Source: an optimization exercise on an open RTL-to-GDS flow (aim: small area, a short achievable clock period and few clock cycles). Production flows keep margins and buffers that such runs may drop.
Where RTL was checked, it was by simulation tests only, not by an equivalence proof against the original.
Only the layout flow was run in run 1; the RTL was not checked for function there.
No activity file was given, so power comes from the tool's default toggle rates.

==> flow/design.v (outline; a module is shown in full before it is edited, if it fits) <==
// module frp_div: 108 lines
// module frame_rate_pacer: 1078 lines
module frame_rate_pacer (
   input  logic                            clock,
   input  logic                            reset,
   input  logic                            req_valid,
   output logic                            req_ready,
   input  logic [frp_pkg::TS_W-1:0]        req_timestamp_ms,
   input  logic                            req_in_foreground,
   input  logic                            req_mouse_look,
   output logic                            rsp_valid,
   input  logic                            rsp_ready,
   output logic [frp_pkg::SLEEP_W-1:0]     rsp_sleep_ms,
   output logic [frp_pkg::TS_W-1:0]        rsp_frame_time_ms,
   output logic [frp_pkg::FPS_W-1:0]       rsp_fps_x16,
   input  logic                            csr_we,
   input  logic [frp_pkg::CSR_INDEX_W-1:0] csr_index,
   input  logic [frp_pkg::CSR_DATA_W-1:0]  csr_wdata
);
  // ...
==> flow/run.sh <==
#!/bin/bash
# synth_recipe.tcl (not shown) runs the flow's synth.tcl, then flattens the netlist and writes it again
# the make line also repeats each setting of config.mk as NAME=value (left out here)
make -C /OpenROAD-flow-scripts/flow DESIGN_CONFIG=/design/flow/config.mk WORK_HOME=/design/flow/orfs CLKGATE_MAP_FILE= SYNTH_SCRIPT=/design/flow/synth_recipe.tcl finish
==> flow/config.mk <==
export PLATFORM = sky130hd
export DESIGN_NAME = frame_rate_pacer
export DESIGN_NICKNAME = frame_rate_pacer
export VERILOG_FILES = /design/flow/design.v
export SDC_FILE = /design/flow/constraint.sdc
export NUM_CORES = 4
export LEC_CHECK = 0
export CAP_MARGIN = 20
export CORE_MARGIN = 2
export CORE_UTILIZATION = 60
export CTS_CLUSTER_DIAMETER = 80
export CTS_CLUSTER_SIZE = 28
export SETUP_SLACK_MARGIN = 3.0
export SLEW_MARGIN = 20
export TNS_END_PERCENT = 100
==> flow/constraint.sdc <==
create_clock -name core_clock -period 6.5 [get_ports {clock}]
set_input_delay 1.3000 -clock core_clock [delete_from_list [all_inputs] [get_ports {clock}]]
set_output_delay 1.3000 -clock core_clock [all_outputs]
set_load 0.01 [all_outputs]
==> notes.md, run 1 <==
* Postcts setup bufs at around 160
* Critical path depth at 14
* Area share of xor/xnor cells in the synthesized design at about 2.8%
* Crit share post-route at roughly three fifths
* Storage element area at 58340 um^2
* Initial Util at 60.18%
* Commonest non-fill, non-tap cell in the layout: edfxtp_1
* Initial antenna violation count at 1
* Finished Cell Area at about 98000 um^2
* Setup violations, final at 0
* Crit path capture: b_ft[31]
* Comb power frac at between 20% and 30%
* Placed wire-length estimate at 124.0 mm
* RSZ-0062 raised after global routing: true
* Sequential portion of the cell area at 59.83%
* Detail Route met2 WL at between 90 and 100 mm
* Final setup TNS at 0 ns
* CTS clock-pin slew for the worst setup and hold paths at around 0.1 ns
* Slew headroom at around 34%
* Cell accounting for the most synthesized area: edfxtp_1
* Post-Synth Adder-Cell Area at under 10%
* Synth cell types at 94
* Fillers at around 9900
* Startpoint types: flop
* Outcome: complete, no violations
* Placed Area at roughly 90000 um^2
* DR top layer: met5
* Post-synth EDFFs at roughly 1900
* Switching part of the total at between 20% and 30%
* CP required at about 7.0 ns
* Most frequent cells in the layout: 1882 x edfxtp_1, 431 x ha_1, 420 x inv_1
* Critical path cell sequence: buf_16 > mux2i_1 > ha_1 > o211ai_1 > a21oi_4 > o311ai_4 > a21oi_2 > xor2_2 > a2111oi_4 > o2111ai_2 > nor4b_2 > nor4b_2 > nand4_1 > a2111o_1
* Vias in the first global route at about 47000
* Total track usage at 24.96%
* Largest register FFs at 1024
* FP Rows at ~140
* Most frequent cell on the critical path: nor4b_2
* Residual DRC at 0
* Post-CTS sizing at 228
* Largest cell class by area: registers
* Comb. pwr at between 6000 and 7000 uW
* Detailed-route wire length at about 190 mm
* Crit path max-delay family: compound AO/OA/AOI/OAI gates
* Post-route insts no fill at about 8500
==> run 2, diff against run 1 <==
--- a/flow/design.v
+++ b/flow/design.v
@@ -369,17 +369,16 @@
    logic        d1_c0, d1_fz, d1_dbig;
    logic [11:0] d1_n;
    logic        d2_v;
    logic [3:0]  d2_j;        
    logic        d2_f0;       
    logic [9:0]  d2_sl;
    logic [18:0] d2_d;
    logic        d2_E, d2_Z;
-   logic [20:0] d2_d3;
    logic [3:0] d2_r, d2_q;
    logic [7:0] d2_n;
    logic        d3_v;
    logic [3:0]  d3_j;        
    logic        d3_f0;       
    logic [9:0]  d3_sl;
    logic [18:0] d3_d;
    logic        d3_E, d3_Z;
@@ -448,33 +447,38 @@
          d1_c0   <= c0;
          d1_fz   <= block_off;
          d1_n    <= nfr;
       end
    end
    logic d1_E, d1_Z;
    assign d1_E = ~d1_fz & (d1_c0 | (~d1_dbig & (d1_d == '0)));
    assign d1_Z = d1_fz | d1_dbig;
-   logic [20:0] d1_d3;
-   assign d1_d3 = {2'b0, d1_d} + {1'b0, d1_d, 1'b0};
    logic [1:0] d1_x17, d1_r17;
    logic [2:0] d1_a17, d1_b17, d1_c17;
    logic d1_g17, d1_h17, d1_k17;
    assign d1_x17 = {d1_n[11], d1_n[10]};
    assign d1_a17 = {1'b0, d1_x17} - {1'b0, d1_d[1:0]};
    assign d1_g17 = ~d1_a17[2] & (d1_d[18:2] == '0);
    assign d1_b17 = {1'b0, d1_x17} - {1'b0, {d1_d[0:0], 1'b0}};
    assign d1_h17 = ~d1_b17[2] & (d1_d[18:1] == '0);
    logic [3:0] d1_t17;
    assign d1_t17 = {2'b0, d1_d[1:0]} + {1'b0, d1_d[1:0], 1'b0};
    assign d1_c17 = {1'b0, d1_x17} - {1'b0, d1_t17[1:0]};
    assign d1_k17 = ~d1_c17[2] & (d1_d[18:2] == '0) & (d1_t17[3:2] == 2'b0);
    logic d1_q17l;
    assign d1_q17l = d1_k17 | (d1_g17 & ~d1_h17);
-   assign d1_r17 = d1_k17 ? d1_c17[1:0] : d1_h17 ? d1_b17[1:0] : d1_g17 ? d1_a17[1:0] : d1_x17;
+   always_comb begin
+      case ({d1_h17, d1_q17l})
+         2'b11:   d1_r17 = d1_c17[1:0];
+         2'b10:   d1_r17 = d1_b17[1:0];
+         2'b01:   d1_r17 = d1_a17[1:0];
+         default: d1_r17 = d1_x17;
+      endcase
+   end
    logic [3:0] d1_x15, d1_r15;
    logic [4:0] d1_a15, d1_b15, d1_c15;
    logic d1_g15, d1_h15, d1_k15;
    assign d1_x15 = {d1_r17, d1_n[9], d1_n[8]};
    logic [3:0] d1_a15_kp, d1_a15_kg;
    assign d1_a15_kp = d1_x15 ^ ~(d1_d[3:0]);
    assign d1_a15_kg = d1_x15 & ~(d1_d[3:0]);
    logic [3:0] d1_a15_kG0, d1_a15_kP0;
@@ -515,33 +519,41 @@
    assign d1_c15_kP1 = d1_c15_kP0 & {d1_c15_kP0[2:0], 1'b0};
    logic [3:0] d1_c15_kG2, d1_c15_kP2;
    assign d1_c15_kG2 = d1_c15_kG1 | (d1_c15_kP1 & {d1_c15_kG1[1:0], 2'b0});
    assign d1_c15_kP2 = d1_c15_kP1 & {d1_c15_kP1[1:0], 2'b0};
    assign d1_c15 = {~d1_c15_kG2[3], d1_c15_kp ^ {d1_c15_kG2[2:0], 1'b1}};
    assign d1_k15 = ~d1_c15[4] & (d1_d[18:4] == '0) & (d1_t15[5:4] == 2'b0);
    logic d1_q15l;
    assign d1_q15l = d1_k15 | (d1_g15 & ~d1_h15);
-   assign d1_r15 = d1_k15 ? d1_c15[3:0] : d1_h15 ? d1_b15[3:0] : d1_g15 ? d1_a15[3:0] : d1_x15;
+   always_comb begin
+      case ({d1_h15, d1_q15l})
+         2'b11:   d1_r15 = d1_c15[3:0];
+         2'b10:   d1_r15 = d1_b15[3:0];
+         2'b01:   d1_r15 = d1_a15[3:0];
+         default: d1_r15 = d1_x15;
+      endcase
+   end
    always_ff @(posedge clock) begin
       if (reset) d2_v <= 1'b0;
       else if (!stall) d2_v <= d1_v;
       if (!stall) begin
          d2_j  <= d1_j + {3'd0, act};
          d2_f0 <= d1_f0;
          d2_sl <= d1_sl;
          d2_d  <= d1_d;
-         d2_d3 <= d1_d3;
          d2_E  <= d1_E;
          d2_Z  <= d1_Z;
          d2_r  <= d1_r15;
          d2_q  <= {d1_h17, d1_q17l, d1_h15, d1_q15l};
          d2_n  <= d1_n[7:0];
       end
    end
+   logic [20:0] d2_d3;
+   assign d2_d3 = {2'b0, d2_d} + {1'b0, d2_d, 1'b0};
    logic [5:0] d2_x13, d2_r13;
    logic [6:0] d2_a13, d2_b13, d2_c13;
    logic d2_g13, d2_h13, d2_k13;
    assign d2_x13 = {d2_r, d2_n[7], d2_n[6]};
    logic [5:0] d2_a13_kp, d2_a13_kg;
    assign d2_a13_kp = d2_x13 ^ ~(d2_d[5:0]);
    assign d2_a13_kg = d2_x13 & ~(d2_d[5:0]);
    logic [5:0] d2_a13_kG0, d2_a13_kP0;
@@ -570,36 +582,45 @@
    logic [5:0] d2_b13_kG2, d2_b13_kP2;
    assign d2_b13_kG2 = d2_b13_kG1 | (d2_b13_kP1 & {d2_b13_kG1[3:0], 2'b0});
    assign d2_b13_kP2 = d2_b13_kP1 & {d2_b13_kP1[3:0], 2'b0};
    logic [5:0] d2_b13_kG3, d2_b13_kP3;
    assign d2_b13_kG3 = d2_b13_kG2 | (d2_b13_kP2 & {d2_b13_kG2[1:0], 4'b0});
    assign d2_b13_kP3 = d2_b13_kP2 & {d2_b13_kP2[1:0], 4'b0};
    assign d2_b13 = {~d2_b13_kG3[5], d2_b13_kp ^ {d2_b13_kG3[4:0], 1'b1}};
    assign d2_h13 = ~d2_b13[6] & (d2_d[18:5] == '0);
+   logic [7:0] d2_t13;
+   assign d2_t13 = {2'b0, d2_d[5:0]} + {1'b0, d2_d[5:0], 1'b0};
    logic [5:0] d2_c13_kp, d2_c13_kg;
-   assign d2_c13_kp = d2_x13 ^ ~(d2_d3[5:0]);
-   assign d2_c13_kg = d2_x13 & ~(d2_d3[5:0]);
+   assign d2_c13_kp = d2_x13 ^ ~(d2_t13[5:0]);
+   assign d2_c13_kg = d2_x13 & ~(d2_t13[5:0]);
    logic [5:0] d2_c13_kG0, d2_c13_kP0;
    assign d2_c13_kG0 = {d2_c13_kg[5:1], d2_c13_kg[0] | d2_c13_kp[0]};
    assign d2_c13_kP0 = d2_c13_kp;
    logic [5:0] d2_c13_kG1, d2_c13_kP1;
    assign d2_c13_kG1 = d2_c13_kG0 | (d2_c13_kP0 & {d2_c13_kG0[4:0], 1'b0});
    assign d2_c13_kP1 = d2_c13_kP0 & {d2_c13_kP0[4:0], 1'b0};
    logic [5:0] d2_c13_kG2, d2_c13_kP2;
    assign d2_c13_kG2 = d2_c13_kG1 | (d2_c13_kP1 & {d2_c13_kG1[3:0], 2'b0});
    assign d2_c13_kP2 = d2_c13_kP1 & {d2_c13_kP1[3:0], 2'b0};
    logic [5:0] d2_c13_kG3, d2_c13_kP3;
    assign d2_c13_kG3 = d2_c13_kG2 | (d2_c13_kP2 & {d2_c13_kG2[1:0], 4'b0});
    assign d2_c13_kP3 = d2_c13_kP2 & {d2_c13_kP2[1:0], 4'b0};
    assign d2_c13 = {~d2_c13_kG3[5], d2_c13_kp ^ {d2_c13_kG3[4:0], 1'b1}};
-   assign d2_k13 = ~d2_c13[6] & (d2_d3[20:6] == '0);
+   assign d2_k13 = ~d2_c13[6] & (d2_d[18:6] == '0) & (d2_t13[7:6] == 2'b0);
    logic d2_q13l;
    assign d2_q13l = d2_k13 | (d2_g13 & ~d2_h13);
-   assign d2_r13 = d2_k13 ? d2_c13[5:0] : d2_h13 ? d2_b13[5:0] : d2_g13 ? d2_a13[5:0] : d2_x13;
+   always_comb begin
+      case ({d2_h13, d2_q13l})
+         2'b11:   d2_r13 = d2_c13[5:0];
+         2'b10:   d2_r13 = d2_b13[5:0];
+         2'b01:   d2_r13 = d2_a13[5:0];
+         default: d2_r13 = d2_x13;
+      endcase
+   end
    always_ff @(posedge clock) begin
       if (reset) d3_v <= 1'b0;
       else if (!stall) d3_v <= d2_v;
       if (!stall) begin
          d3_j  <= d2_j + {3'd0, act};
          d3_f0 <= d2_f0;
          d3_sl <= d2_sl;
          d3_d  <= d2_d;
@@ -663,17 +684,24 @@
    assign d3_c11_kP2 = d3_c11_kP1 & {d3_c11_kP1[5:0], 2'b0};
    logic [7:0] d3_c11_kG3, d3_c11_kP3;
    assign d3_c11_kG3 = d3_c11_kG2 | (d3_c11_kP2 & {d3_c11_kG2[3:0], 4'b0});
    assign d3_c11_kP3 = d3_c11_kP2 & {d3_c11_kP2[3:0], 4'b0};
    assign d3_c11 = {~d3_c11_kG3[7], d3_c11_kp ^ {d3_c11_kG3[6:0], 1'b1}};
    assign d3_k11 = ~d3_c11[8] & (d3_d3[20:8] == '0);
    logic d3_q11l;
    assign d3_q11l = d3_k11 | (d3_g11 & ~d3_h11);
-   assign d3_r11 = d3_k11 ? d3_c11[7:0] : d3_h11 ? d3_b11[7:0] : d3_g11 ? d3_a11[7:0] : d3_x11;
+   always_comb begin
+      case ({d3_h11, d3_q11l})
+         2'b11:   d3_r11 = d3_c11[7:0];
+         2'b10:   d3_r11 = d3_b11[7:0];
+         2'b01:   d3_r11 = d3_a11[7:0];
+         default: d3_r11 = d3_x11;
+      endcase
+   end
    always_ff @(posedge clock) begin
       if (reset) d4_v <= 1'b0;
       else if (!stall) d4_v <= d3_v;
       if (!stall) begin
          d4_j  <= d3_j + {3'd0, act};
          d4_f0 <= d3_f0;
          d4_sl <= d3_sl;
          d4_d  <= d3_d;
@@ -746,17 +774,24 @@
    assign d4_c9_kP3 = d4_c9_kP2 & {d4_c9_kP2[5:0], 4'b0};
    logic [9:0] d4_c9_kG4, d4_c9_kP4;
    assign d4_c9_kG4 = d4_c9_kG3 | (d4_c9_kP3 & {d4_c9_kG3[1:0], 8'b0});
    assign d4_c9_kP4 = d4_c9_kP3 & {d4_c9_kP3[1:0], 8'b0};
    assign d4_c9 = {~d4_c9_kG4[9], d4_c9_kp ^ {d4_c9_kG4[8:0], 1'b1}};
    assign d4_k9 = ~d4_c9[10] & (d4_d3[20:10] == '0);
    logic d4_q9l;
    assign d4_q9l = d4_k9 | (d4_g9 & ~d4_h9);
-   assign d4_r9 = d4_k9 ? d4_c9[9:0] : d4_h9 ? d4_b9[9:0] : d4_g9 ? d4_a9[9:0] : d4_x9;
+   always_comb begin
+      case ({d4_h9, d4_q9l})
+         2'b11:   d4_r9 = d4_c9[9:0];
+         2'b10:   d4_r9 = d4_b9[9:0];
+         2'b01:   d4_r9 = d4_a9[9:0];
+         default: d4_r9 = d4_x9;
+      endcase
+   end
    always_ff @(posedge clock) begin
       if (reset) d5_v <= 1'b0;
       else if (!stall) d5_v <= d4_v;
       if (!stall) begin
          d5_j  <= d4_j + {3'd0, act};
          d5_f0 <= d4_f0;
          d5_sl <= d4_sl;
          d5_d  <= d4_d;
@@ -829,17 +864,24 @@
    assign d5_c7_kP3 = d5_c7_kP2 & {d5_c7_kP2[7:0], 4'b0};
    logic [11:0] d5_c7_kG4, d5_c7_kP4;
    assign d5_c7_kG4 = d5_c7_kG3 | (d5_c7_kP3 & {d5_c7_kG3[3:0], 8'b0});
    assign d5_c7_kP4 = d5_c7_kP3 & {d5_c7_kP3[3:0], 8'b0};
    assign d5_c7 = {~d5_c7_kG4[11], d5_c7_kp ^ {d5_c7_kG4[10:0], 1'b1}};
    assign d5_k7 = ~d5_c7[12] & (d5_d3[20:12] == '0);
    logic d5_q7l;
    assign d5_q7l = d5_k7 | (d5_g7 & ~d5_h7);
-   assign d5_r7 = d5_k7 ? d5_c7[11:0] : d5_h7 ? d5_b7[11:0] : d5_g7 ? d5_a7[11:0] : d5_x7;
+   always_comb begin
+      case ({d5_h7, d5_q7l})
+         2'b11:   d5_r7 = d5_c7[11:0];
+         2'b10:   d5_r7 = d5_b7[11:0];
+         2'b01:   d5_r7 = d5_a7[11:0];
+         default: d5_r7 = d5_x7;
+      endcase
+   end
    always_ff @(posedge clock) begin
       if (reset) d6_v <= 1'b0;
       else if (!stall) d6_v <= d5_v;
       if (!stall) begin
          d6_j  <= d5_j + {3'd0, act};
          d6_f0 <= d5_f0;
          d6_sl <= d5_sl;
          d6_d  <= d5_d;
@@ -911,17 +953,24 @@
    assign d6_c5_kP3 = d6_c5_kP2 & {d6_c5_kP2[9:0], 4'b0};
    logic [13:0] d6_c5_kG4, d6_c5_kP4;
    assign d6_c5_kG4 = d6_c5_kG3 | (d6_c5_kP3 & {d6_c5_kG3[5:0], 8'b0});
    assign d6_c5_kP4 = d6_c5_kP3 & {d6_c5_kP3[5:0], 8'b0};
    assign d6_c5 = {~d6_c5_kG4[13], d6_c5_kp ^ {d6_c5_kG4[12:0], 1'b1}};
    assign d6_k5 = ~d6_c5[14] & (d6_d3[20:14] == '0);
    logic d6_q5l;
    assign d6_q5l = d6_k5 | (d6_g5 & ~d6_h5);
-   assign d6_r5 = d6_k5 ? d6_c5[13:0] : d6_h5 ? d6_b5[13:0] : d6_g5 ? d6_a5[13:0] : d6_x5;
+   always_comb begin
+      case ({d6_h5, d6_q5l})
+         2'b11:   d6_r5 = d6_c5[13:0];
+         2'b10:   d6_r5 = d6_b5[13:0];
+         2'b01:   d6_r5 = d6_a5[13:0];
+         default: d6_r5 = d6_x5;
+      endcase
+   end
    always_ff @(posedge clock) begin
       if (reset) d7_v <= 1'b0;
       else if (!stall) d7_v <= d6_v;
       if (!stall) begin
          d7_j  <= d6_j + {3'd0, act};
          d7_f0 <= d6_f0;
          d7_sl <= d6_sl;
          d7_d  <= d6_d;
@@ -993,17 +1042,24 @@
    assign d7_c3_kP3 = d7_c3_kP2 & {d7_c3_kP2[11:0], 4'b0};
    logic [15:0] d7_c3_kG4, d7_c3_kP4;
    assign d7_c3_kG4 = d7_c3_kG3 | (d7_c3_kP3 & {d7_c3_kG3[7:0], 8'b0});
    assign d7_c3_kP4 = d7_c3_kP3 & {d7_c3_kP3[7:0], 8'b0};
    assign d7_c3 = {~d7_c3_kG4[15], d7_c3_kp ^ {d7_c3_kG4[14:0], 1'b1}};
    assign d7_k3 = ~d7_c3[16] & (d7_d3[20:16] == '0);
    logic d7_q3l;
    assign d7_q3l = d7_k3 | (d7_g3 & ~d7_h3);
-   assign d7_r3 = d7_k3 ? d7_c3[15:0] : d7_h3 ? d7_b3[15:0] : d7_g3 ? d7_a3[15:0] : d7_x3;
+   always_comb begin
+      case ({d7_h3, d7_q3l})
+         2'b11:   d7_r3 = d7_c3[15:0];
+         2'b10:   d7_r3 = d7_b3[15:0];
+         2'b01:   d7_r3 = d7_a3[15:0];
+         default: d7_r3 = d7_x3;
+      endcase
+   end
    always_ff @(posedge clock) begin
       if (reset) d8_v <= 1'b0;
       else if (!stall) d8_v <= d7_v;
       if (!stall) begin
          d8_j  <= 8'(1) << (d7_j + {3'd0, act});
          d8_f0 <= d7_f0;
          d8_sl <= d7_sl;
          d8_d  <= d7_d;
@@ -1084,17 +1140,24 @@
    assign d8_c1_kP4 = d8_c1_kP3 & {d8_c1_kP3[9:0], 8'b0};
    logic [17:0] d8_c1_kG5, d8_c1_kP5;
    assign d8_c1_kG5 = d8_c1_kG4 | (d8_c1_kP4 & {d8_c1_kG4[1:0], 16'b0});
    assign d8_c1_kP5 = d8_c1_kP4 & {d8_c1_kP4[1:0], 16'b0};
    assign d8_c1 = {~d8_c1_kG5[17], d8_c1_kp ^ {d8_c1_kG5[16:0], 1'b1}};
    assign d8_k1 = ~d8_c1[18] & (d8_d3[20:18] == '0);
    logic d8_q1l;
    assign d8_q1l = d8_k1 | (d8_g1 & ~d8_h1);
-   assign d8_r1 = d8_k1 ? d8_c1[17:0] : d8_h1 ? d8_b1[17:0] : d8_g1 ? d8_a1[17:0] : d8_x1;
+   always_comb begin
+      case ({d8_h1, d8_q1l})
+         2'b11:   d8_r1 = d8_c1[17:0];
+         2'b10:   d8_r1 = d8_b1[17:0];
+         2'b01:   d8_r1 = d8_a1[17:0];
+         default: d8_r1 = d8_x1;
+      endcase
+   end
    logic [31:0] hj0, hj1;
    logic [16:0] ftj_l, ftj_h;
    always_comb begin
       hj0 = 32'd0;
       hj1 = 32'd0;
       hj0 = hj0 | (hist[31:0] & {32{d8_j[0]}});
       hj1 = hj1 | (hist[63:32] & {32{d8_j[0]}});
       hj0 = hj0 | (hist[63:32] & {32{d8_j[1]}});
==> flow/config.mk (replaced) <==
export PLATFORM = sky130hd
export DESIGN_NAME = frame_rate_pacer
export DESIGN_NICKNAME = frame_rate_pacer
export VERILOG_FILES = /design/flow/design.v
export SDC_FILE = /design/flow/constraint.sdc
export NUM_CORES = 4
export LEC_CHECK = 0
export CAP_MARGIN = 20
export CORE_MARGIN = 2
export CORE_UTILIZATION = 70
export CTS_CLUSTER_DIAMETER = 80
export CTS_CLUSTER_SIZE = 28
export SETUP_SLACK_MARGIN = 3.2
export SLEW_MARGIN = 20
export TNS_END_PERCENT = 100
==> run 2 against run 1 <==
Sequential share of layout area is 0.79 points lower. Wire length is 1.4% higher. Register-to-register slack better by 0.03 ns. Die area is 14% lower. Clock-buffer cell count is 3 higher. Clock skew is 0.0044 ns lower. Global-route usage is 3.9 points higher. Clock power is 6.3% lower. Synthesized cell count is 0.13% higher. Combinational power is 3% higher. Hold slack worse by 0.0049 ns. Sequential cell count is 20 lower.
==> notes.md, run 2 <==
* Hold Fails Final Rpt at 0 (unchanged)
* Cells on worst reg2reg path at 16 (was 14)
* Outcome: complete, no violations (unchanged)
* Total track usage at 28.89% (was 24.96%)
* FF+latch count, synth at 1953 (was 1973)
* Worst Setup End Kind: flop (unchanged)
* Synth top area cells: edfxtp_1 65%, ha_1 6.8%, a22oi_1 2.3% (was edfxtp_1 66%, ha_1 6.8%, a22oi_1 2.3%)
* Share of the synthesized area in the top cell type at 65.08% (was 65.61%)
* Biggest register: hist (unchanged)
* Synthesized area per cell at 14.11 um^2 (was 14.17 um^2)
* Primary FF master, synth: edfxtp_1 (unchanged)
* Nets at 7122 (was 7040)
* Die Span X at 354.3 um (was 382.9 um)
* GRT overflow at 0 (unchanged)
* Initial antenna violation count at 2 (was 1)
* Worst reg2reg setup slack at 2.64 ns (was 2.61 ns)
* Post-synth EDFFs at 1862 (was 1882)
* Crit share post-route at 59.38% (was 59.86%)
* Switching part of the total at 28.26% (was 27.90%)
* Core area at 121700 um^2 (was 143100 um^2)
* FP Rows at 128 (was 139)
* Max Buffers Root-to-Sink at 3 (unchanged)
* Most frequent cells in the layout: 1862 x edfxtp_1, 413 x inv_1, 407 x ha_1 (was 1882 x edfxtp_1, 431 x ha_1, 420 x inv_1)
* Max_cap viols at 0 (unchanged)
* CTS tree: built (unchanged)
* Vias at 52390 (was 50250)
* Crit Path Category: reg2reg (unchanged)
* Psw at 8213 uW (was 8254 uW)
* I/O Pins at 120 (unchanged)
* Int Pwr at 20850 uW (was 21330 uW)
* First-pass GRT wire length at 282.3 mm (was 281.0 mm)
* Comb power frac at 22.0% (was 21.0%)
* Setup violations, final at 0 (unchanged)
* Vias/cell at 6.353 (was 5.943)
* Count leader, synth: edfxtp_1 (unchanged)
* Antenna Diode Count at 0 (was 2)
* Register area share after synthesis at 67.20% (was 67.73%)
* Hold_sp: hist[880] (was hist[888])
* Syn nets at 6636 (was 6624)
* DIE AREA at 125600 um^2 (was 146600 um^2)
* Die Ht at 354.3 um (was 382.9 um)
* RSZ-0062 raised after global routing: true (unchanged)
* Slew headroom at 30.89% (was 34.26%)
* Mapped cell area at 85920 um^2 (was 86140 um^2)
* Cell accounting for the most synthesized area: edfxtp_1 (unchanged)
* WP data arrival at 4.39 ns (was 4.40 ns)
* Commonest non-fill, non-tap cell in the layout: edfxtp_1 (unchanged)
* Post-route minimum period at 3.860 ns (was 3.891 ns)
* CP required at 7.03 ns (was 7.01 ns)
* GPL Wtd Cong at 0.8837 (was 0.9335)
* Pre-antenna DRT Iters at 6 (unchanged)
* Min-Delay Path Class: reg2reg (unchanged)
* Clk Latency, worst-skew pair at 0.71 ns (was 0.75 ns)
* Area delta synth->final at 13.84% (was 13.22%)
* IO Port Bufs at 119 (unchanged)
* Cell count after synthesis at 6087 (was 6079)
* Largest register FFs at 1024 (unchanged)
* Initial Util at 70.59% (was 60.18%)
* Synth cell types at 96 (was 94)
* Max-slew violations at 0 (unchanged)
* FFs w/ async S/R, synth at 0% (unchanged)
* Worst R2R End: b_u[10] (was b_ft[31])
* Post-route insts no fill at 8246 (was 8455)
* CTS clock-pin slew for the worst setup and hold paths at 0.10 ns (about the same)
* Layout cells sized above 1 at 15.44% (was 13.24%)
* Vias in the first global route at 50350 (was 47350)
* Yosys warnings at 2 (unchanged)
* Detailed-route wire length at 190.6 mm (was 188.0 mm)
* Clk pwr share at 22.6% (was 23.7%)
* Initial drt markers at 6421 (was 4527)
* Worst Hold End: hist[912] (was hist[920])
* Worst slew pin tran at 1.037 ns (was 0.9861 ns)
* Largest net degree at the start of global routing at 219 (was 184)
* CP max FO at 6 (was 8)
* Clk_skew at 0.02977 ns (was 0.03414 ns)
* Detail Route Antenna Nets at 0 (unchanged)
* Post-synth top cells: 1862 x edfxtp_1, 469 x ha_1, 430 x inv_1 (was 1882 x edfxtp_1, 466 x ha_1, 440 x inv_1)
* Fmax at 0.2591 GHz (was 0.2570 GHz)
* Residual DRC at 0 (unchanged)
* Placed wire-length estimate at 117.0 mm (was 124.0 mm)
* Final setup TNS at 0 ns (unchanged)
* Placed cell count at 7733 (was 8009)
* PD cells at 297.1 nW/um^2 (was 303.3 nW/um^2)
* DR WL/cell at 23.11 um (was 22.23 um)
* CTS Root Cell: clkbuf_16 (unchanged)
* Startpoint types: flop (unchanged)
* H-tree depth at 3 (unchanged)
* Sequential share of power at 55.4% (was 55.3%)
* CTS sink count at 1953 (was 1973)
* CTS buffer count at 89 (was 95)
* Peak supply drop at 0.0002583 V (was 0.0003322 V)
* Hold depth at 0 (unchanged)
* Lkg Pwr at 0.03729 uW (was 0.03693 uW)
* Reg2reg start: b_v (unchanged)
-- run 2: cell count changes after synthesis, sizes merged, moves of 13 or more --
cell	change
edfxtp	-20
o21ai	-41
nor2	+74
inv	-15
mux2	-13
nand2	-34
mux2i	+66
a211oi	+31
a21oi	+16
-- run 2: per-layer routing --
metal | vias up | track usage, % | part of all wire [%]
met5 | - | 0 | 0.0068
met3 | 570 | 3.599 | 6.9
met4 | 2 | 12.64 | 4.8
li1 | 23980 | - | -
met2 | 2367 | 48.08 | 49
met1 | 25470 | 38.82 | 39
-- run 2: cell families after synthesis --
family | share of synthesized area, %
and+or+nand+nor | 7.145
muxes | 2.563
DFF | 67.20
buffers and inverters | 2.602
adders and majority gates | 7.366
xor gates and xnor gates | 2.691
AOI/OAI and AO/OA | 10.43
-- run 2: timing repair --
action	4_1_cts	5_1_grt
resized for setup	362	287
setup endpoints to repair	1460	199
hold buffers	0	0
setup buffers	213	132
pin swaps	166	193
cloned	21	7
-- run 2: final cells by class --
type | count | area [um^2]
repair buffers | 532 | 5145
well taps | 1625 | 2033
repair inverters | 4 | 40.04
inverters | 433 | 1687
multi-input cells | 3560 | 28380
flip-flops and latches | 1953 | 57750
clock buffers | 104 | 2326
clock inverters | 35 | 447.9
fillers | 6531 | 23910
-- run 2: critical path: stages (launching register included) --
cell and delay [ns]:
dfxtp_4 0.46, buf_6 0.12, mux2_4 0.32, ha_4 0.19, inv_4 0.05, fa_2 0.47
fa_2 0.44, a21o_1 0.20, a21oi_2 0.18, o21ai_2 0.11, a21oi_2 0.24, nand2b_4 0.18
a21boi_2 0.06, o21ai_1 0.12, nand2b_1 0.09, a21oi_2 0.18, xor2_1 0.24
-- run 2: worst max-delay path by stage --
stage / startpoint / end / slack, ns / cells after the start
floorplan: rsp_ready / req_ready / 1.68 / 3
global placement: d1_d[1] / d2_r[1] / 1.91 / 16
detailed placement: d8_j[7] / d9_fth[15] / 1.69 / 14
CTS: d8_j[1] / d9_fth[14] / 2.96 / 16
global route: b_t[0] / b_u[10] / 2.53 / 16
finish: b_v / b_u[10] / 2.64 / 16
-- run 2: power groups by stage --
stage	logic, uW	registers (uW)	clock network, uW
final	6390	16100	6580
after CTS	5540	16100	6700
after global placement	4690	16300	0
after floorplan	3750	15900	0
after detailed placement	4850	16400	0
after global routing	6920	16200	7070
-- run 2: metrics by stage --
stage	utilization, %	hold slack [ns]	setup WS (ns)	power (uW)	cell area [um^2]
3_5_place_dp	73.20	0.4045	1.695	21250	89100
2_1_floorplan	-	0.4003	1.676	19680	86020
3_3_place_gp	73.20	0.4001	1.910	21030	89100
6_report	80.35	0.4076	2.640	29060	97800
5_1_grt	80.35	0.4181	2.531	30200	97800
4_1_cts	78.28	0.4136	2.958	28340	95290
Testbench counts of run 2, summed over its fixed seeds: cycles 15,088.
==> run 3, diff against run 2 <==
--- a/flow/config.mk
+++ b/flow/config.mk
@@ -8,8 +8,9 @@
 export CAP_MARGIN = 20
 export CORE_MARGIN = 2
-export CORE_UTILIZATION = 70
+export CORE_UTILIZATION = 60
 export CTS_CLUSTER_DIAMETER = 80
 export CTS_CLUSTER_SIZE = 28
-export SETUP_SLACK_MARGIN = 3.2
+export PLACE_DENSITY = 0.75
+export SETUP_SLACK_MARGIN = 3.0
 export SLEW_MARGIN = 20
 export TNS_END_PERCENT = 100
==> run 3 against run 2 <==
Final area down 1.6%. Still clean on timing, DRC and antenna. Sequential share of layout area increased by 0.97 points. Maximum frequency increased by 4.1%. Critical path type unchanged. Largest power group unchanged. Clock-buffer cell count rose by 9.
==> notes.md, run 3 <==
* Outcome: complete, no violations (unchanged)
* Post-CTS Hold Fix Bufs at 0 (unchanged)
* Cell accounting for the most synthesized area: edfxtp_1 (unchanged)
* Peak supply drop at 0.0002648 V (was 0.0002583 V)
* Placed wire-length estimate at 112.4 mm (was 117.0 mm)
* GRT overflow at 0 (unchanged)
* FP Rows at 138 (was 128)
* First-pass GRT wire length at 266.9 mm (was 282.3 mm)
* DR WL/cell at 20.78 um (was 23.11 um)
* Detailed-route wire length at 174.0 mm (was 190.6 mm)
* Vias/cell at 5.995 (was 6.353)
* Register area share after synthesis at 67.20% (unchanged)
* Max_cap viols at 0 (unchanged)
* Count leader, synth: edfxtp_1 (unchanged)
* IO Port Bufs at 119 (unchanged)
* CP max FO at 7 (was 6)
* Most frequent cells in the layout: 1862 x edfxtp_1, 426 x ha_1, 422 x inv_1 (was 1862 x edfxtp_1, 413 x inv_1, 407 x ha_1)
* Die Ht at 382.4 um (was 354.3 um)
* Crit path max-delay family: compound AO/OA/AOI/OAI gates (was adder cells)
* CTS tree: built (unchanged)
* Worst slew pin tran at 1.144 ns (was 1.037 ns)
* Worst Setup End Kind: flop (unchanged)
* Critical path cell sequence: buf_6 > mux2i_4 > ha_4 > nor2b_4 > o2111a_1 > o32a_1 > a21oi_4 > o211ai_1 > a221o_1 > a2bb2oi_2 > nand4_1 > nor3_2 > o2111ai_1 (was buf_6 > mux2_4 > ha_4 > inv_4 > fa_2 > fa_2 > a21o_1 > a21oi_2 > o21ai_2 > a21oi_2 > nand2b_4 > a21boi_2 > o21ai_1 > nand2b_1 > a21oi_2 > xor2_1)
* Critical path depth at 13 (was 16)
* Core area at 141800 um^2 (was 121700 um^2)
* Post-route insts no fill at 8376 (was 8246)
* Crit Path Category: reg2reg (unchanged)
* Setup violations, final at 0 (unchanged)
* Post-synth EDFFs at 1862 (unchanged)
* Critical path's largest stage delay at 0.48 ns (was 0.47 ns)
* FFs w/ async S/R, synth at 0% (unchanged)
* Mapped cell area at 85920 um^2 (unchanged)
* Pre-antenna DRT Iters at 8 (was 6)
* CTS sink count at 1953 (unchanged)
* GPL Wtd Cong at 0.8835 (was 0.8837)
* CP required at 6.97 ns (was 7.03 ns)
* Min-Delay Path Class: reg2reg (unchanged)
* Largest net degree at the start of global routing at 199 (was 219)
* Total track usage at 23.10% (was 28.89%)
* Nets at 6976 (was 7122)
* Fillers at 9608 (was 6531)
* Hold Fails Final Rpt at 0 (unchanged)
* Min Hold Slack at 0.4062 ns (was 0.4076 ns)
* PD cells at 298.1 nW/um^2 (was 297.1 nW/um^2)
* Synthesized area per cell at 14.11 um^2 (unchanged)
* RSZ-0062 raised after global routing: true (unchanged)
* Synth top area cells: edfxtp_1 65%, ha_1 6.8%, a22oi_1 2.3% (unchanged)
* CTS buffer count at 95 (was 89)
* Antenna Diode Count at 0 (unchanged)
* H-tree depth at 3 (unchanged)
* Primary FF master, synth: edfxtp_1 (unchanged)
* Final setup TNS at 0 ns (unchanged)
* FF+latch count, synth at 1953 (unchanged)
* Clk Latency, worst-skew pair at 0.77 ns (was 0.71 ns)
* Syn nets at 6636 (unchanged)
* Die Span X at 382.4 um (was 354.3 um)
* Worst reg2reg setup slack at 2.79 ns (was 2.64 ns)
* Slowest stage cell, crit path: dfxtp_4 (was fa_2)
* CTS Root Cell: clkbuf_16 (unchanged)
* Area delta synth->final at 12.00% (was 13.84%)
* Layout cells sized above 1 at 11.63% (was 15.44%)
* Vias in the first global route at 48710 (was 50350)
* Share of the synthesized area in the top cell type at 65.08% (unchanged)
* Initial Util at 60.61% (was 70.59%)
* CTS clock-pin slew for the worst setup and hold paths at 0.10 ns (about the same)
* Post-route minimum period at 3.707 ns (was 3.860 ns)
* I/O Pins at 120 (unchanged)
* Crit path capture: b_ft[31] (was b_u[10])
* Lkg Pwr at 0.03649 uW (was 0.03729 uW)
* Cell count after synthesis at 6087 (unchanged)
* DIE AREA at 146200 um^2 (was 125600 um^2)
* Worst R2R End: b_ft[31] (was b_u[10])
* Vias at 50210 (was 52390)
* Synth cell types at 96 (unchanged)
* Slew headroom at 23.76% (was 30.89%)
* Reg2reg start: b_v (unchanged)
* CP startpoint: b_v (unchanged)
* Detail Route Antenna Nets at 0 (unchanged)
* Initial antenna violation count at 2 (unchanged)
* Crit share post-route at 57.03% (was 59.38%)
* WP data arrival at 4.17 ns (was 4.39 ns)
* Cells on worst reg2reg path at 13 (was 16)
* Max Buffers Root-to-Sink at 3 (unchanged)
* Placed cell count at 7995 (was 7733)
* Initial drt markers at 4713 (was 6421)
* Yosys warnings at 2 (unchanged)
* Max-slew violations at 0 (unchanged)
* Clk_skew at 0.06683 ns (was 0.02977 ns)
* Fmax at 0.2698 GHz (was 0.2591 GHz)
* Residual DRC at 0 (unchanged)
* Biggest register: hist (unchanged)
* Startpoint types: flop (unchanged)
* Commonest non-fill, non-tap cell in the layout: edfxtp_1 (unchanged)
* Largest register FFs at 1024 (unchanged)
* CP bufs+invs at 1 (was 2)
* Post-synth top cells: 1862 x edfxtp_1, 469 x ha_1, 430 x inv_1 (unchanged)
## run 3: final cells by class
class | instances | area (um^2) | share of cell area, %
clock buffer | 113 | 2487 | 2.585
clock inverter | 43 | 543.0 | 0.5643
inverter | 433 | 1674 | 1.740
multi-input combinational | 3556 | 27500 | 28.58
sequential | 1953 | 57740 | 60.01
tap | 1890 | 2365 | 2.458
timing repair buffer | 385 | 3881 | 4.034
timing repair inverter | 3 | 28.78 | 0.02991
## run 3: cell families (layout without fill, tap and decap cells)
kind of cell	after synthesis	after routing	share of synthesized area, %
xor gates and xnor gates	264	264	2.691
and+or+nand+nor	1250	1251	7.145
AOI/OAI and AO/OA	1330	1334	10.43
DFF	1953	1953	67.20
muxes	215	215	2.563
buffers and inverters	583	977	2.602
adders and majority gates	492	492	7.366
## run 3: how the worst min path moves through the flow
stage,end,cells past startpoint,slack [ns],startpoint
3_5_place_dp,d3_sl[0],0,0.40,d2_sl[0]
3_3_place_gp,hist[666],0,0.40,hist[634]
5_1_grt,hist[768],0,0.42,hist[736]
2_1_floorplan,d2_f0,0,0.40,d1_f0
6_report,hist[878],0,0.41,hist[846]
4_1_cts,hist[674],0,0.41,hist[642]
## run 3: timing repair
item,in CTS,in global routing
pin swaps,100,127
setup endpoints to repair,501,147
cloned,14,6
resized for setup,247,201
buffers inserted,127,78
## run 3: power by group
part,internal [uW],total (uW),switching [uW]
Sequential,15300,16000,757
Combinational,2560,5750,3190
Clock,2950,6910,3960
Total,20800,28700,7900
## run 3: per-layer routing
layer / routed length, um / track usage [%] / vias up
met4: 6466 / 8.034 / 0
li1: - / - / 23690
met3: 8777 / 2.724 / 342
met2: 84130 / 38.18 / 1619
met1: 74660 / 32.00 / 24560
met5: 0 / 0 / -
## run 3: through the flow
stage,area [um^2],utilization (%),total power (uW),setup WS (ns)
after floorplan,86020,-,19680,1.676
after detailed placement,89430,63.08,21180,1.797
after global routing,96220,67.88,29950,2.703
after CTS,94660,66.77,28440,2.871
final,96220,67.88,28680,2.793
after global placement,89430,63.08,20990,1.928
==> run 4, diff against run 3 <==
--- a/flow/config.mk
+++ b/flow/config.mk
@@ -11,5 +11,4 @@
 export CTS_CLUSTER_DIAMETER = 80
 export CTS_CLUSTER_SIZE = 28
-export PLACE_DENSITY = 0.75
 export SETUP_SLACK_MARGIN = 3.0
 export SLEW_MARGIN = 20
==> run 4 against run 3 <==
Combinational power rose by 1%. Total power grew 1.6%. First-iteration DRC count decreased by 15%. Clock skew is 0.036 ns lower. Clock-buffer cell count increased by 4. Cell count grew 0.21%. Utilization up 0.28 points. Sequential power is essentially flat. Clock power grew 5.2%. Critical path type unchanged.
==> notes.md, run 4 <==
* CP bufs+invs at 2 (was 1)
* Max Buffers Root-to-Sink at 3 (unchanged)
* CP max FO at 7 (unchanged)
* Total track usage at 23.81% (was 23.10%)
* Primary FF master, synth: edfxtp_1 (unchanged)
* Vias in the first global route at 47760 (was 48710)
* Biggest register: hist (unchanged)
* Detailed-route wire length at 178.6 mm (was 174.0 mm)
* Detail Route Antenna Nets at 0 (unchanged)
* Cell accounting for the most synthesized area: edfxtp_1 (unchanged)
* Slew headroom at 24.70% (was 23.76%)
* Tot Pwr at 29150 uW (was 28680 uW)
* Critical path cell sequence: buf_6 > mux2i_4 > ha_1 > nor2b_1 > o2111a_2 > o32a_1 > a21oi_4 > buf_6 > xor2_1 > nand4_1 > nor4_2 > nand4_1 > nor3_2 > o2111ai_2 (was buf_6 > mux2i_4 > ha_4 > nor2b_4 > o2111a_1 > o32a_1 > a21oi_4 > o211ai_1 > a221o_1 > a2bb2oi_2 > nand4_1 > nor3_2 > o2111ai_1)
* Setup violations, final at 0 (unchanged)
* Clk_skew at 0.03084 ns (was 0.06683 ns)
* Synth top area cells: edfxtp_1 65%, ha_1 6.8%, a22oi_1 2.3% (unchanged)
* Vias at 49680 (was 50210)
* Placed wire-length estimate at 115.4 mm (was 112.4 mm)
* GPL Wtd Cong at 0.8681 (was 0.8835)
* Startpoint types: flop (unchanged)
* Synthesized area per cell at 14.11 um^2 (unchanged)
* Lkg Pwr at 0.03670 uW (was 0.03649 uW)
* Worst slew pin tran at 1.130 ns (was 1.144 ns)
* First-pass GRT wire length at 272.0 mm (was 266.9 mm)
* H-tree depth at 3 (unchanged)
* Mapped cell area at 85920 um^2 (unchanged)
* Share of the synthesized area in the top cell type at 65.08% (unchanged)
* Initial Util at 60.61% (unchanged)
* Largest register FFs at 1024 (unchanged)
* Critical path's largest stage delay at 0.45 ns (was 0.48 ns)
* Area delta synth->final at 12.46% (was 12.00%)
* Crit share post-route at 54.69% (was 57.03%)
* Post-CTS Hold Fix Bufs at 0 (unchanged)
* FFs w/ async S/R, synth at 0% (unchanged)
* Post-synth top cells: 1862 x edfxtp_1, 469 x ha_1, 430 x inv_1 (unchanged)
* Outcome: complete, no violations (unchanged)
* Placed Area at 89400 um^2 (was 89430 um^2)
* CTS clock-pin slew for the worst setup and hold paths at 0.10 ns (about the same)
* RSZ-0062 raised after global routing: true (unchanged)
* WP data arrival at 4.02 ns (was 4.17 ns)
* DIE AREA at 146200 um^2 (unchanged)
* Initial drt markers at 4000 (was 4713)
* Core area at 141800 um^2 (unchanged)
* Yosys warnings at 2 (unchanged)
* Largest net degree at the start of global routing at 194 (was 199)
* Cell count after synthesis at 6087 (unchanged)
* Final Util at 68.16% (was 67.88%)
* FF+latch count, synth at 1953 (unchanged)
* PD cells at 301.7 nW/um^2 (was 298.1 nW/um^2)
* GRT overflow at 0 (unchanged)
* I/O Pins at 120 (unchanged)
* Residual DRC at 0 (unchanged)
* CTS sink count at 1953 (unchanged)
* DR WL/cell at 21.27 um (was 20.78 um)
* Min-Delay Path Class: reg2reg (unchanged)
* Peak supply drop at 0.0002406 V (was 0.0002648 V)
* IO Port Bufs at 119 (unchanged)
* Layout cells sized above 1 at 11.99% (was 11.63%)
* Vias/cell at 5.918 (was 5.995)
* Worst Setup End Kind: flop (unchanged)
* Placed cell count at 7990 (was 7995)
* Pre-antenna DRT Iters at 6 (was 8)
* Slowest stage cell, crit path: dfxtp_4 (unchanged)
* Die Span X at 382.4 um (unchanged)
* Max-slew violations at 0 (unchanged)
* Most frequent cells in the layout: 1862 x edfxtp_1, 427 x ha_1, 422 x inv_1 (was 1862 x edfxtp_1, 426 x ha_1, 422 x inv_1)
* Count leader, synth: edfxtp_1 (unchanged)
* CTS buffer count at 97 (was 95)
* Synth cell types at 96 (unchanged)
* Final setup TNS at 0 ns (unchanged)
* Post-route insts no fill at 8394 (was 8376)
* Hold Fails Final Rpt at 0 (unchanged)
* Initial antenna violation count at 1 (was 2)
* Post-route minimum period at 3.555 ns (was 3.707 ns)
* FP Rows at 138 (unchanged)
* CTS Root Cell: clkbuf_16 (unchanged)
* Syn nets at 6636 (unchanged)
* Finished Cell Area at 96620 um^2 (was 96220 um^2)
* Crit Path Category: reg2reg (unchanged)
* Clk Latency, worst-skew pair at 0.75 ns (was 0.77 ns)
* Fmax at 0.2813 GHz (was 0.2698 GHz)
* Register area share after synthesis at 67.20% (unchanged)
* CP required at 6.96 ns (was 6.97 ns)
* Die Ht at 382.4 um (unchanged)
* Crit path max-delay family: compound AO/OA/AOI/OAI gates (unchanged)
* Nets at 6983 (was 6976)
* CTS tree: built (unchanged)
* Commonest non-fill, non-tap cell in the layout: edfxtp_1 (unchanged)
* Post-synth EDFFs at 1862 (unchanged)
* Max_cap viols at 0 (unchanged)
## run 4: cells by family (layout without fill, tap and decap cells)
group,count (synthesis),in the layout,synth area share [%]
XOR/XNOR,264,264,2.691
AND/OR/NAND/NOR,1250,1250,7.145
other,0,1,0
adder cells (fa/ha/maj),492,492,7.366
buffers and inverters,583,990,2.602
multiplexers,215,215,2.563
AO/OA/AOI/OAI,1330,1339,10.43
flip-flops,1953,1953,67.20
## run 4: worst reg2reg max path, cell delays in order, from the launching register on
cell	delay, ns
dfxtp_4	0.45
buf_6	0.13
mux2i_4	0.23
ha_1	0.25
nor2b_1	0.15
o2111a_2	0.29
o32a_1	0.39
a21oi_4	0.22
buf_6	0.12
xor2_1	0.13
nand4_1	0.12
nor4_2	0.34
nand4_1	0.17
nor3_2	0.15
o2111ai_2	0.14
## run 4: stage by stage
stage | hold WS, ns | setup WS (ns)
after floorplan | 0.4003 | 1.676
after global placement | 0.4001 | 1.656
after detailed placement | 0.4045 | 1.559
after CTS | 0.4110 | 2.854
after global routing | 0.4211 | 2.784
final | 0.4141 | 2.945
## run 4: final timing paths
check                 start        end  slack [ns]  cells after the start
setup / recovery        b_v   b_ft[31]        2.95                     14
hold / removal    hist[783]  hist[815]        0.41                      0
setup reg to reg        b_v   b_ft[31]        2.95                     14
hold reg to reg   hist[783]  hist[815]        0.41                      0
## run 4: layer usage
| metal | GRT usage, % | up-vias | part of all wire [%] |
|---|---|---|---|
| li1 | - | 23720 | - |
| met1 | 33.33 | 24400 | 44 |
| met2 | 39.69 | 1292 | 48 |
| met3 | 2.503 | 257 | 4.5 |
| met4 | 7.167 | 2 | 3.2 |
| met5 | 0 | - | 0.0073 |
## run 4: cell type report
type | count | area [um^2]
Sequential cell | 1953 | 57740
Fill cell | 9868 | 45140
Multi-Input combinational cell | 3560 | 27590
Timing Repair Buffer | 387 | 3920
Clock buffer | 117 | 2555
Tap cell | 1890 | 2365
Inverter | 433 | 1672
Clock inverter | 51 | 754.5
Timing Repair inverter | 2 | 17.52
Antenna cell | 1 | 2.502
## run 4: power by group
part           internal [uW]  total (uW)  leakage (uW)  switching [uW]
clock network           3170        7270       0.00159            4100
registers              15300       16100        0.0195             783
logic                   2630        5820        0.0156            3190
total                  21100       29100        0.0367            8080
## run 4: what timing repair did
item,in CTS,in global routing
hold endpoints to repair,0,0
gates cloned,16,9
endpoints found under the setup margin,299,149
resized for setup,221,216
pin swaps,81,129
buffers inserted,125,84
==> run 5, diff against run 4 <==
--- a/flow/config.mk
+++ b/flow/config.mk
@@ -11,5 +11,5 @@
 export CTS_CLUSTER_DIAMETER = 80
 export CTS_CLUSTER_SIZE = 28
-export SETUP_SLACK_MARGIN = 3.0
+export SETUP_SLACK_MARGIN = 3.1
 export SLEW_MARGIN = 20
 export TNS_END_PERCENT = 100
==> run 5 against run 4 <==
Still clean. Combinational power is 5.0% higher. Register-to-register slack worse by 0.06 ns. Final area is 0.90% higher. Via count is 0.89% higher. Sequential cell count stayed put. First-iteration DRC count is 1.8% higher. Die area stayed put. Synthesized area stayed put.
==> notes.md, run 5 <==
* FP Rows at 138 (unchanged)
* Mapped cell area at 85920 um^2 (unchanged)
* CTS clock-pin slew for the worst setup and hold paths at 0.10 ns (about the same)
* Worst R2R End: b_u[10] (was b_ft[31])
* Area delta synth->final at 13.47% (was 12.46%)
* CTS sink count at 1953 (unchanged)
* Vias in the first global route at 48000 (was 47760)
* Placed wire-length estimate at 115.4 mm (unchanged)
* Largest register FFs at 1024 (unchanged)
* Residual DRC at 0 (unchanged)
* Cell count after synthesis at 6087 (unchanged)
* Biggest register: hist (unchanged)
* Peak supply drop at 0.0002545 V (was 0.0002406 V)
* CP max FO at 7 (unchanged)
* Pre-CTS WS at 1.559 ns (unchanged)
* Max Buffers Root-to-Sink at 3 (unchanged)
* Critical path cell sequence: buf_6 > mux2_4 > ha_4 > inv_2 > fa_2 > buf_6 > fa_2 > a21o_1 > a21oi_2 > o21ai_2 > a21oi_2 > nand2b_4 > a21boi_4 > o21ai_2 > nand2b_1 > a21oi_2 > xor2_1 (was buf_6 > mux2i_4 > ha_1 > nor2b_1 > o2111a_2 > o32a_1 > a21oi_4 > buf_6 > xor2_1 > nand4_1 > nor4_2 > nand4_1 > nor3_2 > o2111ai_2)
* Slowest stage cell, crit path: fa_2 (was dfxtp_4)
* DIE AREA at 146200 um^2 (unchanged)
* Post-synth top cells: 1862 x edfxtp_1, 469 x ha_1, 430 x inv_1 (unchanged)
* Share of the synthesized area in the top cell type at 65.08% (unchanged)
* Initial Util at 60.61% (unchanged)
* CTS tree: built (unchanged)
* Post-route insts no fill at 8433 (was 8394)
* Layout cells sized above 1 at 13.39% (was 11.99%)
* Cells on worst reg2reg path at 17 (was 14)
* H-tree depth at 3 (unchanged)
* Slew headroom at 16.17% (was 24.70%)
* Final Util at 68.77% (was 68.16%)
* Initial antenna violation count at 1 (unchanged)
* Synth top area cells: edfxtp_1 65%, ha_1 6.8%, a22oi_1 2.3% (unchanged)
* Vias/cell at 5.943 (was 5.918)
* Max_cap viols at 0 (unchanged)
* Max-slew violations at 0 (unchanged)
* Placed cell count at 7990 (unchanged)
* Most frequent cell on the critical path: a21oi_2
* Post-synth EDFFs at 1862 (unchanged)
* GRT overflow at 0 (unchanged)
* Worst Hold End: hist[815] (unchanged)
* Core area at 141800 um^2 (unchanged)
* Post-route setup slack at 2.881 ns (was 2.945 ns)
* Crit Path Category: reg2reg (unchanged)
* Fmax at 0.2764 GHz (was 0.2813 GHz)
* Detail Route Antenna Nets at 0 (unchanged)
* Clk_skew at 0.03275 ns (was 0.03084 ns)
* Final setup TNS at 0 ns (unchanged)
* Nets at 7022 (was 6983)
* Post-route minimum period at 3.619 ns (was 3.555 ns)
* Largest net degree at the start of global routing at 194 (unchanged)
* Total track usage at 24.01% (was 23.81%)
* Worst reg2reg setup slack at 2.88 ns (was 2.95 ns)
* FF+latch count, synth at 1953 (unchanged)
* DR WL/cell at 21.47 um (was 21.27 um)
* Pre-antenna DRT Iters at 6 (unchanged)
* Count leader, synth: edfxtp_1 (unchanged)
* Critical path's largest stage delay at 0.47 ns (was 0.45 ns)
* Startpoint types: flop (unchanged)
* RSZ-0062 raised after global routing: true (unchanged)
* FFs w/ async S/R, synth at 0% (unchanged)
* Most frequent cells in the layout: 1862 x edfxtp_1, 417 x inv_1, 414 x ha_1 (was 1862 x edfxtp_1, 427 x ha_1, 422 x inv_1)
* Clk Latency, worst-skew pair at 0.75 ns (about the same)
* CTS buffer count at 97 (unchanged)
* Detailed-route wire length at 181.1 mm (was 178.6 mm)
* Crit path max-delay family: adder cells (was compound AO/OA/AOI/OAI gates)
* CP required at 7.00 ns (was 6.96 ns)
* GPL Wtd Cong at 0.8681 (unchanged)
* Hold Fails Final Rpt at 0 (unchanged)
* IO Port Bufs at 119 (unchanged)
* Initial drt markers at 4072 (was 4000)
* Setup violations, final at 0 (unchanged)
* Commonest non-fill, non-tap cell in the layout: edfxtp_1 (unchanged)
* Reg2reg start: b_v (unchanged)
* Worst slew pin tran at 1.246 ns (was 1.130 ns)
* Vias at 50120 (was 49680)
* Yosys warnings at 2 (unchanged)
* Crit share post-route at 55.67% (was 54.69%)
* Die Ht at 382.4 um (unchanged)
* Synth cell types at 96 (unchanged)
* Register area share after synthesis at 67.20% (unchanged)
* First-pass GRT wire length at 273.9 mm (was 272.0 mm)
* Primary FF master, synth: edfxtp_1 (unchanged)
* Min-Delay Path Class: reg2reg (unchanged)
* PD cells at 301.9 nW/um^2 (was 301.7 nW/um^2)
* I/O Pins at 120 (unchanged)
* CTS Root Cell: clkbuf_16 (unchanged)
* Hold_sp: hist[783] (unchanged)
* Cell accounting for the most synthesized area: edfxtp_1 (unchanged)
* Die Span X at 382.4 um (unchanged)
* Hold depth at 0 (unchanged)
* CP bufs+invs at 3 (was 2)
* Outcome: complete, no violations (unchanged)
* Lkg Pwr at 0.03696 uW (was 0.03670 uW)
* WP data arrival at 4.12 ns (was 4.02 ns)
* Syn nets at 6636 (unchanged)
* Worst Setup End Kind: flop (unchanged)
* Synthesized area per cell at 14.11 um^2 (unchanged)
run 5: cell types whose count changed in the layout (fill, tap and decap cells not counted), moves of 6 or more:
cell / delta
a21oi_1: -10
a21oi_2: +8
buf_4: +15
buf_6: +19
ha_1: -13
ha_4: +16
o21ai_0: -6
o21ai_2: +6
run 5: worst max path at each step:
stage | start | to | slack (ns) | depth (start not counted)
after detailed placement | rsp_ready | d8_j[4] | 1.56 | 12
after global placement | rsp_ready | d8_j[4] | 1.66 | 12
after CTS | b_v | b_ft[31] | 2.85 | 12
final | b_v | b_u[10] | 2.88 | 17
after floorplan | rsp_ready | req_ready | 1.68 | 3
after global routing | b_v | b_u[10] | 2.79 | 17
run 5: layout make-up:
type | count | area (um^2)
multi-input combinational | 3560 | 28010
inverter | 433 | 1674
clock inverter | 51 | 754.5
fill | 9745 | 44270
sequential | 1953 | 57740
tap | 1890 | 2365
timing repair inverter | 3 | 28.78
antenna | 1 | 2.502
timing repair buffer | 425 | 4362
clock buffer | 117 | 2555
run 5: repair_timing:
action / in CTS / in global routing
hold buffers: 0 / 0
gates cloned: 19 / 9
buffers inserted: 148 / 97
gates resized for setup: 261 / 274
pin swaps: 99 / 166
setup endpoints to repair: 1039 / 153
run 5: where the power goes:
| part | total (uW) | switching (uW) | internal [uW] | leakage [uW] |
|---|---|---|---|---|
| logic | 6110 | 3310 | 2800 | 0.0159 |
| clock network | 7270 | 4100 | 3170 | 0.00159 |
| registers | 16100 | 786 | 15300 | 0.0195 |
run 5: stage by stage:
step | hold slack, ns | power, uW | area [um^2]
finish | 0.4113 | 29440 | 97490
global route | 0.4211 | 30790 | 97490
CTS | 0.4110 | 29000 | 95230
detailed placement | 0.4045 | 21270 | 89400
global placement | 0.4001 | 21160 | 89400
floorplan | 0.4003 | 19680 | 86020
run 5: kinds of logic (layout without fill, tap and decap cells):
group	Yosys count	in the layout	share of synthesized area, %
mux	215	215	2.563
flops	1953	1953	67.20
simple gates	1250	1251	7.145
compound gates	1330	1338	10.43
buf+inv	583	1029	2.602
xor+xnor	264	264	2.691
fa+ha+maj	492	492	7.366
other cells	0	1	0
run 5: layer usage:
| metal | vias up | global-route usage [%] | part of all wire (%) |
|---|---|---|---|
| met5 | - | 0 | 0.0072 |
| met4 | 2 | 7.466 | 3.6 |
| met3 | 305 | 2.565 | 4.5 |
| met2 | 1405 | 39.89 | 48 |
| met1 | 24610 | 33.61 | 44 |
| li1 | 23800 | - | - |
run 5: worst reg2reg max path, cell delays in order, from the launching register on:
cell and delay (ns):
dfxtp_4 0.45, buf_6 0.12, mux2_4 0.31, ha_4 0.17, inv_2 0.05, fa_2 0.47, buf_6 0.15, fa_2 0.36
a21o_1 0.20, a21oi_2 0.19, o21ai_2 0.08, a21oi_2 0.18, nand2b_4 0.16, a21boi_4 0.06, o21ai_2 0.13, nand2b_1 0.09
a21oi_2 0.15, xor2_1 0.07
==> run 6, diff against run 5 <==
--- a/flow/config.mk
+++ b/flow/config.mk
@@ -11,5 +11,5 @@
 export CTS_CLUSTER_DIAMETER = 80
 export CTS_CLUSTER_SIZE = 28
-export SETUP_SLACK_MARGIN = 3.1
+export SETUP_SLACK_MARGIN = 2.9
 export SLEW_MARGIN = 20
 export TNS_END_PERCENT = 100
==> run 6 against run 5 <==
Global-route usage shrank 0.59 points. Sequential cell count is the same. Critical endpoint is now b_ft[31]. Total power shrank 2.4%. Final area shrank 2.2%. Largest power group unchanged. Die area is the same. Wire length shrank 2.7%.
==> notes.md, run 6 <==
* FF+latch count, synth at 1953 (unchanged)
* Max_cap viols at 0 (unchanged)
* Die Span X at 382.4 um (unchanged)
* Register area share after synthesis at 67.20% (unchanged)
* Sequential share of power at 55.9% (was 54.5%)
* Worst R2R End: b_ft[31] (was b_u[10])
* Critical path's largest stage delay at 0.46 ns (was 0.47 ns)
* CTS clock-pin slew for the worst setup and hold paths at 0.10 ns (about the same)
* Nets at 6921 (was 7022)
* CTS tree: built (unchanged)
* Worst Hold End: hist[615] (was hist[815])
* Synth cell types at 96 (unchanged)
* Clk pwr share at 25.2% (was 24.7%)
* Layout cells sized above 1 at 9.828% (was 13.39%)
* Pre-antenna DRT Iters at 7 (was 6)
* Post-CTS Hold Fix Bufs at 0 (unchanged)
* CTS buffer count at 97 (unchanged)
* Detail Route Antenna Nets at 0 (unchanged)
* Post-synth top cells: 1862 x edfxtp_1, 469 x ha_1, 430 x inv_1 (unchanged)
* Yosys warnings at 2 (unchanged)
* Hold depth at 0 (unchanged)
* Final setup TNS at 0 ns (unchanged)
* Initial drt markers at 4040 (was 4072)
* Mapped cell area at 85920 um^2 (unchanged)
* Hold Fails Final Rpt at 0 (unchanged)
* Psw at 7928 uW (was 8200 uW)
* Setup violations, final at 0 (unchanged)
* Most frequent cells in the layout: 1862 x edfxtp_1, 446 x ha_1, 423 x inv_1 (was 1862 x edfxtp_1, 417 x inv_1, 414 x ha_1)
* Largest net degree at the start of global routing at 194 (unchanged)
* Biggest register: hist (unchanged)
* Critical path cell sequence: buf_6 > mux2i_2 > ha_1 > a2111o_1 > o32a_1 > a21oi_4 > buf_6 > xor2_1 > nand4_1 > nor4_2 > nand4_1 > nor3_2 > o2111ai_2 (was buf_6 > mux2_4 > ha_4 > inv_2 > fa_2 > buf_6 > fa_2 > a21o_1 > a21oi_2 > o21ai_2 > a21oi_2 > nand2b_4 > a21boi_4 > o21ai_2 > nand2b_1 > a21oi_2 > xor2_1)
* Pre-CTS WS at 1.559 ns (unchanged)
* FFs w/ async S/R, synth at 0% (unchanged)
* Worst slew pin tran at 1.162 ns (was 1.246 ns)
* Slowest stage cell, crit path: dfxtp_4 (was fa_2)
* Clk_skew at 0.03172 ns (was 0.03275 ns)
* First-pass GRT wire length at 268.3 mm (was 273.9 mm)
* DIE AREA at 146200 um^2 (unchanged)
* Comb power frac at 18.9% (was 20.8%)
* Syn nets at 6636 (unchanged)
* Vias at 49390 (was 50120)
* CP startpoint: b_v (unchanged)
* Post-synth EDFFs at 1862 (unchanged)
* Core area at 141800 um^2 (unchanged)
* Commonest non-fill, non-tap cell in the layout: edfxtp_1 (unchanged)
* Initial Util at 60.61% (unchanged)
* Switching part of the total at 27.59% (was 27.86%)
* Min Hold Slack at 0.4117 ns (was 0.4113 ns)
* CP max FO at 8 (was 7)
* Peak supply drop at 0.0002373 V (was 0.0002545 V)
* Clk Latency, worst-skew pair at 0.75 ns (about the same)
* Vias/cell at 5.928 (was 5.943)
* Max Buffers Root-to-Sink at 3 (unchanged)
* Total track usage at 23.42% (was 24.01%)
* Placed cell count at 7990 (unchanged)
* Count leader, synth: edfxtp_1 (unchanged)
* Residual DRC at 0 (unchanged)
* FP Rows at 138 (unchanged)
* Int Pwr at 20810 uW (was 21240 uW)
* IO Port Bufs at 119 (unchanged)
* CTS Root Cell: clkbuf_16 (unchanged)
* Cell accounting for the most synthesized area: edfxtp_1 (unchanged)
* Share of the synthesized area in the top cell type at 65.08% (unchanged)
* Crit Path Category: reg2reg (unchanged)
* Primary FF master, synth: edfxtp_1 (unchanged)
* Area delta synth->final at 10.94% (was 13.47%)
* I/O Pins at 120 (unchanged)
* Crit share post-route at 55.03% (was 55.67%)
* Lkg Pwr at 0.03619 uW (was 0.03696 uW)
* GPL Wtd Cong at 0.8681 (unchanged)
* Placed wire-length estimate at 115.4 mm (unchanged)
* Synthesized area per cell at 14.11 um^2 (unchanged)
* Post-route insts no fill at 8332 (was 8433)
* Final Util at 67.24% (was 68.77%)
* CP required at 6.96 ns (was 7.00 ns)
* Largest register FFs at 1024 (unchanged)
* WP data arrival at 4.04 ns (was 4.12 ns)
* Cells on worst reg2reg path at 13 (was 17)
* Post-route setup slack at 2.923 ns (was 2.881 ns)
* Min-Delay Path Class: reg2reg (unchanged)
* Cell count after synthesis at 6087 (unchanged)
* Max-slew violations at 0 (unchanged)
* PD cells at 301.5 nW/um^2 (was 301.9 nW/um^2)
* GRT overflow at 0 (unchanged)
* Post-route minimum period at 3.577 ns (was 3.619 ns)
* Outcome: complete, no violations (unchanged)
* Slew headroom at 22.55% (was 16.17%)
* Worst reg2reg setup slack at 2.92 ns (was 2.88 ns)
* Initial antenna violation count at 2 (was 1)
* Synth top area cells: edfxtp_1 65%, ha_1 6.8%, a22oi_1 2.3% (unchanged)
* RSZ-0062 raised after global routing: true (unchanged)
* Hold_sp: hist[583] (was hist[783])
* DR WL/cell at 21.15 um (was 21.47 um)
* Die Ht at 382.4 um (unchanged)
* Worst Setup End Kind: flop (unchanged)
* Detailed-route wire length at 176.2 mm (was 181.1 mm)
* Fmax at 0.2796 GHz (was 0.2764 GHz)
* Reg2reg start: b_v (unchanged)
* Vias in the first global route at 47370 (was 48000)
* CTS sink count at 1953 (unchanged)
* Startpoint types: flop (unchanged)
* H-tree depth at 3 (unchanged)
## run 6: changes by cell type in the layout (fill, tap and decap cells not counted), sizes merged
cell and delta:
clkdlybuf4s50 +1, bufbuf -5, nor2 -1, a31o -1
buf -92, a2111o +1, inv -1, dlygate4sd2 -1
clkbuf -3, clkinv +1
## run 6: final cells by class
class	count	area (um^2)
Sequential cell	1953	57740
Fill cell	10030	46440
Multi-Input combinational cell	3559	27000
Timing Repair Buffer	325	3196
Clock buffer	117	2555
Tap cell	1890	2365
Inverter	433	1669
Clock inverter	51	754.5
Timing Repair inverter	3	28.78
Antenna cell	1	2.502
## run 6: power groups by stage
stage          combinational (uW)  clock (uW)  sequential [uW]
3_5_place_dp                 4890           0            16400
2_1_floorplan                3750           0            15900
6_report                     5430        7250            16100
4_1_cts                      5200        7500            16100
5_1_grt                      6030        7880            16200
3_3_place_gp                 4810           0            16400
## run 6: metal layers
layer  up-vias  global-route usage, %  wire, um
met5         -                      0         0
met4         0                  6.452      5251
met3       251                  2.335      7517
met2      1300                  39.08     85110
met1     24240                  33.09     78380
li1      23600                      -         -
## run 6: per-stage QoR
step                cell area (um^2)  total power, uW
floorplan                      86020            19680
global placement               89400            21160
detailed placement             89400            21270
CTS                            94150            28780
global route                   95310            30110
finish                         95310            28740
## run 6: kinds of logic (layout without fill, tap and decap cells)
family / count (synthesis) / after routing / share of synthesized area [%]
buf+inv: 583 / 929 / 2.602
simple gates: 1250 / 1250 / 7.145
xor+xnor: 264 / 264 / 2.691
flops: 1953 / 1953 / 67.20
mux: 215 / 215 / 2.563
fa+ha+maj: 492 / 492 / 7.366
compound gates: 1330 / 1338 / 10.43
other cells: 0 / 1 / 0
## run 6: what timing repair did
action,4_1_cts,5_1_grt
cloned,10,10
setup buffers,80,72
pin swaps,47,78
endpoints found under the setup margin,155,137
resized for setup,165,139
## run 6: worst max-delay path by stage
| stage | endpoint | slack (ns) | depth (start not counted) |
|---|---|---|---|
| final | b_ft[31] | 2.92 | 13 |
| after global routing | b_ft[31] | 2.79 | 13 |
| after CTS | d9_r[10] | 2.83 | 14 |
| after detailed placement | d8_j[4] | 1.56 | 12 |
| after global placement | d8_j[4] | 1.66 | 12 |
| after floorplan | req_ready | 1.68 | 3 |
## run 6: critical path: cells and delay by family (launching register included)
family	cells	cell delay (ns)
AOI/OAI and AO/OA	4	1.20
xor gates and xnor gates	1	0.13
adders and majority gates	1	0.28
buffers and inverters	2	0.24
DFF	1	0.46
muxes	1	0.20
and+or+nand+nor	4	0.78

separate check: timing with driven ports:
The flow's constraints put no driver on any port. The routed layouts listed below were extracted and timed again, unchanged, in two steps.
Step 1: set_driving_cell puts a clkbuf_16 on clock and a buf_2 on each other input, an assumption about the parent block.
Step 2 adds t to the input delays and takes it off the output delays; t is the mean of the earliest and latest rising clock arrival at the registers after step 1. Input paths then give back, and output paths get back, about the clock's delay inside the block.
Three values: ideal, step 1, step 2; two values: the first two.
run	t, ns	slack for setup (ns)	hold slack, ns
run 1	0.818	2.609 / 2.609 / 2.453	0.412 / 0.412 / 0.412
run 2	0.778	2.640 / 2.640 / 2.616	0.408 / 0.408 / 0.408
run 3	0.817	2.793 / 2.793 / 2.489	0.406 / 0.406 / 0.406
run 4	0.818	2.945 / 2.945 / 2.301	0.414 / 0.414 / 0.414
run 5	0.820	2.881 / 2.881 / 2.430	0.411 / 0.411 / 0.411
run 6	0.814	2.923 / 2.898 / 2.207	0.412 / 0.412 / 0.412
After both steps every run listed still meets setup and hold. For run 6, which loses most, drivers alone change the setup slack by -0.025 ns; drivers and shift together by -0.716 ns.
